This is an optimization exercise on Yosys and OpenROAD, whose aim is small area, not a production implementation.
The RTL was checked by simulation tests, not by an equivalence proof against the original design.
Power and IR drop assume default switching activity.

==> inputs of run Y <==
==> flow/design.v (excerpt) <==
module mac_ram_output #(
  parameter int unsigned IN_W  = 8,
  parameter int unsigned ACC_W = 19,
  parameter int unsigned DEPTH = 64,
  parameter int unsigned AW    = 6
) (
  input  logic                    clk,
  input  logic                    reset,
  input  logic signed [IN_W-1:0]  inA,
  input  logic signed [IN_W-1:0]  inB,
  input  logic                    clr,
  output logic signed [ACC_W-1:0] out,
  input  logic signed [ACC_W-1:0] wr_data,
  input  logic                    write_enable,
  input  logic [AW-1:0]           rd_addr,
  output logic signed [ACC_W-1:0] rd_data,
  output logic [AW:0]             wr_count,
  output logic                    full
);
==> flow/config.mk <==
export PLATFORM = sky130hd
export DESIGN_NAME = mac_ram_output
export DESIGN_NICKNAME = mac_ram_output
export VERILOG_FILES = /design/flow/design.v
export SDC_FILE = /design/flow/constraint.sdc
export NUM_CORES = 4
export LEC_CHECK = 0
export CAP_MARGIN = 10
export CORE_MARGIN = 2
export CORE_UTILIZATION = 70
export CTS_CLUSTER_DIAMETER = 100
export CTS_CLUSTER_SIZE = 30
export GPL_ROUTABILITY_DRIVEN = 0
export GPL_TIMING_DRIVEN = 0
export PLACE_DENSITY = 0.8
export SETUP_SLACK_MARGIN = 0.3
export SLEW_MARGIN = 10
export SYNTH_HIERARCHICAL = 1
export SYNTH_MINIMUM_KEEP_SIZE = 0
==> flow/constraint.sdc <==
create_clock -name core_clock -period 7.0 [get_ports {clk}]
set_input_delay 1.4000 -clock core_clock [delete_from_list [all_inputs] [get_ports {clk}]]
set_output_delay 1.4000 -clock core_clock [all_outputs]
set_load 0.01 [all_outputs]
standard.sh (not shown) runs the stock make flow with config.mk's settings and CLKGATE_MAP_FILE= SYNTH_SCRIPT=/design/flow/synth_recipe.tcl, a recipe that flattens the netlist after the stock synthesis.
==> flow/flow/run.sh <==
#!/bin/bash
# The standard layout (standard.sh, unchanged synthesis), except that the
# port buffers are buf_1 cells instead of the default delay-buffer choice, and
# the buffers ABC inserted are removed at floorplan (the resizer re-buffers).
export BUFFER_PORTS_ARGS="-buffer_cell sky130_fd_sc_hd__buf_1"
export REMOVE_ABC_BUFFERS=1
bash standard.sh > standard.log 2>&1
==> run F: changes against run Y <==
--- a/flow/config.mk
+++ b/flow/config.mk
@@ -8,10 +8,9 @@
 export CAP_MARGIN = 10
 export CORE_MARGIN = 2
-export CORE_UTILIZATION = 70
+export CORE_UTILIZATION = 75
 export CTS_CLUSTER_DIAMETER = 100
 export CTS_CLUSTER_SIZE = 30
-export GPL_ROUTABILITY_DRIVEN = 0
 export GPL_TIMING_DRIVEN = 0
-export PLACE_DENSITY = 0.8
+export PLACE_DENSITY = 0.85
 export SETUP_SLACK_MARGIN = 0.3
 export SLEW_MARGIN = 10
==> run R: changes against run Y <==
==> flow/flow/run.sh (replaced) <==
#!/bin/bash
# The standard layout (standard.sh, unchanged synthesis), except that the
# port buffers are buf_1 cells instead of the default delay-buffer choice.
export BUFFER_PORTS_ARGS="-buffer_cell sky130_fd_sc_hd__buf_1"
bash standard.sh > standard.log 2>&1
==> flow/config.mk (replaced) <==
export PLATFORM = sky130hd
export DESIGN_NAME = mac_ram_output
export DESIGN_NICKNAME = mac_ram_output
export VERILOG_FILES = /design/flow/design.v
export SDC_FILE = /design/flow/constraint.sdc
export NUM_CORES = 4
export LEC_CHECK = 0
export CAP_MARGIN = 20
export CORE_MARGIN = 2
export CORE_UTILIZATION = 60
export CTS_CLUSTER_DIAMETER = 100
export CTS_CLUSTER_SIZE = 30
export GPL_TIMING_DRIVEN = 0
export PLACE_DENSITY = 0.7
export SETUP_SLACK_MARGIN = 0.2
export SLEW_MARGIN = 20
export SYNTH_HIERARCHICAL = 1
export SYNTH_MINIMUM_KEEP_SIZE = 0
==> run notes <==
Run Y completed without violations. Run F completed, yet does not pass: negative setup slack. Run R reached the layout checks and failed them: negative setup slack.
In combinational power, run R and run F hardly differ.
Utilization: run Y is lower than run F (4.9 points).
Power is about the same in run Y and run R.
In clock power, run Y and run F hardly differ.
Cell count: run R > run Y > run F.
Between run F and run Y, the lower critical path depth is in run F (gap 1).
Cell area, lowest first: run F, run Y, run R.
The lowest wire length belongs to run F, the highest to run R.
The lowest clock-buffer cell count belongs to run R, the highest to run Y.

* * *

==> inputs of 02-01 <==
Starting RTL as in the previous note.
export LEC_CHECK = 0
export CAP_MARGIN = 10
export CORE_MARGIN = 2
export CORE_UTILIZATION = 70
export CTS_CLUSTER_DIAMETER = 100
export CTS_CLUSTER_SIZE = 30
export GPL_TIMING_DRIVEN = 0
export PLACE_DENSITY = 0.8
export SETUP_SLACK_MARGIN = 0.3
export SLEW_MARGIN = 10
export SYNTH_HIERARCHICAL = 1
export SYNTH_MINIMUM_KEEP_SIZE = 0
create_clock -name core_clock -period 7.0 [get_ports {clk}]
==> flow/flow/run.sh <==
#!/bin/bash
# The standard layout (standard.sh, unchanged synthesis), except that the
# port buffers are buf_1 cells instead of the default delay-buffer choice, and
# the buffers ABC inserted are removed at floorplan (the resizer re-buffers).
export BUFFER_PORTS_ARGS="-buffer_cell sky130_fd_sc_hd__buf_1"
export REMOVE_ABC_BUFFERS=1
bash standard.sh > standard.log 2>&1
==> inputs of 02-28, as changes to 02-01 <==
==> flow/flow/run.sh (replaced) <==
#!/bin/bash
# The standard layout (standard.sh, unchanged synthesis), except that the
# port buffers are buf_1 cells instead of the default delay-buffer choice.
export BUFFER_PORTS_ARGS="-buffer_cell sky130_fd_sc_hd__buf_1"
bash standard.sh > standard.log 2>&1
Settings changed: CAP_MARGIN 10 to 0, CORE_UTILIZATION 70 to 60, PLACE_DENSITY 0.8 to 0.7, SLEW_MARGIN 10 to 0.
==> inputs of 12-10, as changes to 02-01 <==
Settings changed: CAP_MARGIN 10 to 20, SLEW_MARGIN 10 to 20.
==> summary of the runs <==
- In clock power, 02-01 and 12-10 hardly differ.
- Fmax: 02-01 is larger than 12-10 (about 0.53%).
- Synthesized cell count is the same in 12-10 and 02-01.
- 02-28 finished but failed the layout checks on capacitance limit, slew limit. 12-10 finished with timing, DRC and antenna clean. 02-01 completed with no timing, DRC or antenna violations.
- In critical path depth, 02-01 and 12-10 do not differ.
- Cell count: 02-01 < 12-10 < 02-28.
- Sequential share of layout area, highest first: 02-01, 02-28, 12-10.
- The lowest via count belongs to 02-28, the highest to 12-10.

[static timing again, ports no longer ideal]
No port has a modelled driver above. Below, the same layouts with a new extraction and two added sets of constraints.
Step 1 sets driving cells, clkbuf_16 on the clock port and buf_2 on the other inputs (assumed; they add their load-dependent delay and slew).
Step 2 times the ports against the registers' clock, not the clock port: input delays grow and output delays shrink by t, the midpoint of the rising clock arrivals with the driver on.
Slacks: no drivers / after step 1 / after step 2; pairs: no drivers / after step 1.
run | t (ns) | setup slack, ns | slew at the worst register clock pin (ns)
run Y | 0.717 | 0.299 / 0.178 / 0.178 | 0.12 / 0.12
run F | 0.735 | -0.031 / -0.128 / -0.128 | 0.12 / 0.12
run R | 0.720 | -0.017 / -0.043 / -0.043 | 0.12 / 0.12
02-01 | 0.710 | 0.221 / 0.100 / 0.100 | 0.12 / 0.12
02-28 | 0.710 | 0.153 / 0.131 / 0.131 | 0.12 / 0.12
12-10 | 0.712 | 0.185 / 0.079 / 0.079 | 0.12 / 0.12
